Context: an optimization exercise on an open-source flow, tuned for small area, a short achievable clock period and few clock cycles per item. The choices shown serve that exercise and are no tape-out recipe.
Only simulation tests tie the RTL to the original design; equivalence was not proved.

Setup of job 6214:
Design sample_scope_position_stepper, start of the top module:
module sample_scope_position_stepper (
  input  wire logic                        clk_i,
  input  wire logic                        rst_ni,
  input  wire logic                        cfg_valid_i,
  output logic                             cfg_ready_o,
  input  wire logic [ssps_pkg::IDX_W-1:0]  cfg_index_i,
  input  wire logic [ssps_pkg::CFG_W-1:0]  cfg_data_i,
  input  wire logic                        s_axis_tvalid_i,
  output logic                             s_axis_tready_o,
  input  wire logic [ssps_pkg::IN_W-1:0]   s_axis_tdata_i,
  input  wire logic                        s_axis_tuser_i,
  output logic                             m_axis_tvalid_o,
  input  wire logic                        m_axis_tready_i,
  output logic [ssps_pkg::OUT_W-1:0]       m_axis_tdata_o
);
  logic [1:0]           mode_q;
  logic                 wide_q;
  logic [VOL_W-1:0]     vol_q;
  logic [POS_W-1:0]     end_q;
  logic [ADDR_BITS-1:0] beg_q;
  logic [POS_W-1:0]     span_q;
  logic [DELTA_W-1:0]   delta_q;
  logic [BASE_W-1:0]    base_row_q;
  logic wr_mode, wr_end, wr_beg, wr_span, wr_delta;
  assign cfg_ready_o = 1'b1;
  assign wr_mode  = cfg_valid_i && cfg_index_i == CFG_LOOP_MODE;
  assign wr_end   = cfg_valid_i && cfg_index_i == CFG_SAMPLE_END;
  assign wr_beg   = cfg_valid_i && cfg_index_i == CFG_LOOP_BEGIN;
  assign wr_span  = cfg_valid_i && cfg_index_i == CFG_LOOP_SPAN;
  assign wr_delta = cfg_valid_i && cfg_index_i == CFG_STEP_DELTA;
  logic signed [Y_W-1:0] e_s, b_s, s_s, d_s;
  logic [FRAC_BITS-1:0]  dfrac;
  logic                  sge2;
  assign e_s   = Y_W'(end_q);
  assign b_s   = Y_W'(beg_q);
  assign s_s   = Y_W'(span_q);
  assign d_s   = Y_W'(delta_q[DELTA_W-1:FRAC_BITS]);
  assign dfrac = delta_q[FRAC_BITS-1:0];
  assign sge2  = |span_q[POS_W-1:1];
  logic [POS_W-1:0]      r0_q;      
  logic signed [Y_W-1:0] rs_q;      
  logic                  exact_q;   
  logic                  nr_q, nex_q, ncv_q;    
  logic            in_user;
  logic [WD_W-1:0] in_start;
  assign in_user  = s_axis_tuser_i;
  ...
Size: about 3400 cells after synthesis, about 390 flip-flops, roughly 140 I/O pins.
clock: 7.0 ns
lec_check: 0
cap_margin: 20
core_margin: 2
core_utilization: 40
setup_slack_margin: 2
slew_margin: 20
run.sh (not shown) runs the stock make flow with config.mk's settings and CLKGATE_MAP_FILE= SYNTH_SCRIPT=/design/flow/synth_recipe.tcl, a recipe that flattens the netlist after the stock synthesis.
Testbench counts of job 6214, summed over its fixed seeds: cycles 4,761, items 3,802.
## Diff of input files: job 530 against job 6214
--- a/flow/design.v
+++ b/flow/design.v
@@ -88,14 +88,12 @@
   logic                  exact_q;   
   logic                  nr_q, nex_q, ncv_q;    
   logic            in_user;
   logic [WD_W-1:0] in_start;
   assign in_user  = s_axis_tuser_i;
   assign in_start = s_axis_tdata_i[WD_W-1:0];
-  logic start_here;
-  assign start_here = s_axis_tvalid_i && !s_axis_tuser_i;
   logic signed [Y_W-1:0] y_q, y_d;
   logic                  raw_q, raw_d;    
   logic                  back_q, back_d;
   logic                  act_q, act_d;
   logic [FRAC_BITS-1:0]  frac_q, frac_d;
   logic                  cy_q, cy_d;      
@@ -148,16 +146,16 @@
   assign wrap_ok = win && exact_q;
   always_comb begin
     if (mode_q == 2'd0)  fast = 1'b1;
     else if (!dir)       fast = !bnc || (wrap_ok && sge2);
     else                 fast = wrap_ok && (sge2 || !bnc);
   end
-  localparam int NSRC = 8;
-  localparam int S_Y = 0, S_POS = 1, S_PS = 2, S_REM = 3, S_TRIAL = 4, S_E = 5, S_PSC = 6, S_IN = 7;
+  localparam int NSRC = 7;
+  localparam int S_Y = 0, S_POS = 1, S_PS = 2, S_REM = 3, S_TRIAL = 4, S_E = 5, S_PSC = 6;
   localparam int G_CONV = NSRC, G_SUBS = NSRC + 1, G_DDIR = NSRC + 2, G_DONE = NSRC + 3,
-                 G_AP = NSRC + 4, G_DIN = NSRC + 5, G_W = NSRC + 6;
+                 G_AP = NSRC + 4, G_W = NSRC + 5;
   logic [G_W-1:0] gop_q, gop_d, gop;
   logic signed [Y_W-1:0] ga_a, ga_b, ga_s;
   logic [Y_W:0]          ga_w;
   logic                  ga_d, ga_ci;
   logic [POS_W-1:0]      pos_cl, ps_cl;
   logic [POS_W:0]        trial;
@@ -168,18 +166,16 @@
   always_comb begin
     ga_a = '0;
     if (gop[S_Y])     ga_a = ga_a | y_q;
     if (gop[S_POS])   ga_a = ga_a | Y_W'(pos_cl);
     if (gop[S_PS])    ga_a = ga_a | ps_q;
     if (gop[S_PSC])   ga_a = ga_a | Y_W'(ps_cl);
-    if (gop[S_IN])    ga_a = ga_a | (start_here ? Y_W'(in_start[ADDR_BITS-1:0]) : Y_W'(pos_cl));
     if (gop[S_REM])   ga_a = ga_a | Y_W'(rem_q);
     if (gop[S_TRIAL]) ga_a = ga_a | Y_W'(trial);
     if (gop[S_E])     ga_a = ga_a | e_s;
-    ga_d  = (gop[G_DDIR] && dir) || gop[G_DONE] || (gop[G_AP] && !fwdres_q) ||
-            (gop[G_DIN] && (start_here ? in_start[ADDR_BITS] && mode_q[1] : dir));
+    ga_d  = (gop[G_DDIR] && dir) || gop[G_DONE] || (gop[G_AP] && !fwdres_q);
     if (gop[G_SUBS])      ga_b = ~s_s;
     else if (gop[G_AP])   ga_b = fwdres_q ? b_s : e_s;
     else if (ga_d)        ga_b = b_s;
     else if (gop[G_CONV]) ga_b = ~e_s;
     else                  ga_b = e_s;
     ga_ci = gop[G_SUBS] || (gop[G_CONV] && !ga_d);
@@ -333,28 +329,22 @@
             rs_d = ga_s;
             nr_d = 1'b0;
             pr_d = PR_IDLE;
           end
         end
       endcase
-    end else if (ncv_q && (raw_q || !start_here)) begin
+    end else if (ncv_q) begin
       y_d   = ga_s;
       raw_d = 1'b0;
       ncv_d = 1'b0;
     end
     sl_d = sl_n;
     if (proc_start) begin
-      if (gop_q[S_IN]) begin
-        y_d   = ga_s;
-        raw_d = 1'b0;
-        ncv_d = 1'b0;
-      end else begin
-        y_d   = Y_W'(in_start[ADDR_BITS-1:0]);
-        raw_d = 1'b1;
-        ncv_d = 1'b1;
-      end
+      y_d    = Y_W'(in_start[ADDR_BITS-1:0]);
+      raw_d  = 1'b1;
+      ncv_d  = 1'b1;
       back_d = in_start[ADDR_BITS];
       act_d  = in_start[ADDR_BITS+1];
       frac_d = '0;
       b_v_d  = 1'b1;
     end else if (proc_col) begin
       frac_d = frac_q + dfrac;
@@ -379,14 +369,13 @@
     end
     if (wr_span || wr_beg || wr_end) nex_d = 1'b1;
     if (wr_mode || wr_beg || wr_end) ncv_d = 1'b1;
     fsum = {1'b0, frac_d} + {1'b0, dfrac};
     cy_d = fsum[FRAC_BITS];
     gop_d = '0;
-    if (proc_col || (proc_start && gop_q[S_IN]) ||
-        (!raw_d && ((b_v_q && !c_free) || (sl_q == SL_CV && !ga_c_op)))) begin
+    if (proc_col || (!raw_d && ((b_v_q && !c_free) || (sl_q == SL_CV && !ga_c_op)))) begin
       gop_d[S_Y]    = 1'b1;
       gop_d[G_DDIR] = 1'b1;
     end else case (sl_n)
       SL_B:   begin gop_d[S_PS] = 1'b1;    gop_d[G_CONV] = 1'b1; gop_d[G_DONE] = 1'b1; end
       SL_E:   begin gop_d[S_PS] = 1'b1;    gop_d[G_CONV] = 1'b1; end
       SL_DIV: begin gop_d[S_TRIAL] = 1'b1; gop_d[G_SUBS] = 1'b1; end
@@ -399,20 +388,20 @@
         end else if (nr_d) begin
           gop_d[G_SUBS] = 1'b1;
           case (pr_d)
             PR_DIV:  gop_d[S_TRIAL] = 1'b1;
             default: gop_d[S_REM] = 1'b1;    
           endcase
-        end else if (ncv_d && raw_d) begin
-          gop_d[S_Y]    = 1'b1;
-          gop_d[G_CONV] = 1'b1;
+        end else if (ncv_d) begin
+          gop_d[G_CONV]  = 1'b1;
           gop_d[G_DDIR] = 1'b1;
+          if (raw_d) gop_d[S_Y] = 1'b1;
+          else       gop_d[S_POS] = 1'b1;
         end else begin
-          gop_d[S_IN]   = 1'b1;
-          gop_d[G_CONV] = 1'b1;
-          gop_d[G_DIN]  = 1'b1;
+          gop_d[S_Y] = 1'b1;
+          gop_d[G_DDIR]    = 1'b1;
         end
       end
     endcase
   end
   always_ff @(posedge clk_i or negedge rst_ni) begin
     if (!rst_ni) begin
==> comparison <==
Job 530 ends up with a global-route usage over all layers that is 0.81 points lower than in job 6214. Diff job 6214 -> job 530: number of buffers outside the clock class in the layout now smaller, clock-buffer cell count now larger, synthesized area comparable. Job 530 vs job 6214 — growth of design area from synthesis to finish dropped 9.4 points. Horizontal die dimension essentially unchanged between job 6214 and job 530. Diff job 6214 -> job 530 | worst hold-check slack | increase of 3.4 ps. Job 6214 ended up with a222oi_1 as its slowest stage cell on the critical path; job 530 ended up with dfrtp_2.
Testbench counts of job 530, summed over its fixed seeds: cycles 4,821, items 3,802.

-- afterwards: timing with drivers on the ports --
In the flow no input, the clock included, has a driving cell. The finished layouts below were timed again as built, in two steps. Step 1: set_driving_cell puts a clkbuf_16 on clk_i and a buf_2 on each other input, an assumption about the parent block. Step 2 times the ports against the registers' clock, not the clock port: input delays grow and output delays shrink by t, the midpoint of the rising clock arrivals with the driver on. Slacks: ideal ports / drivers / drivers and shift; pairs: ideal ports / drivers.
run	shift t [ns]	slack for setup (ns)	hold WS [ns]
job 6214	0.651	0.978 / 1.009 / 0.358	0.500 / 0.500 / 0.500
job 530	0.672	2.118 / 2.118 / 1.822	0.503 / 0.503 / 0.503
After both steps setup and hold are still met in every run listed. The setup slack of job 6214, which loses most, moves by +0.031 ns with the drivers and by -0.620 ns with both steps.
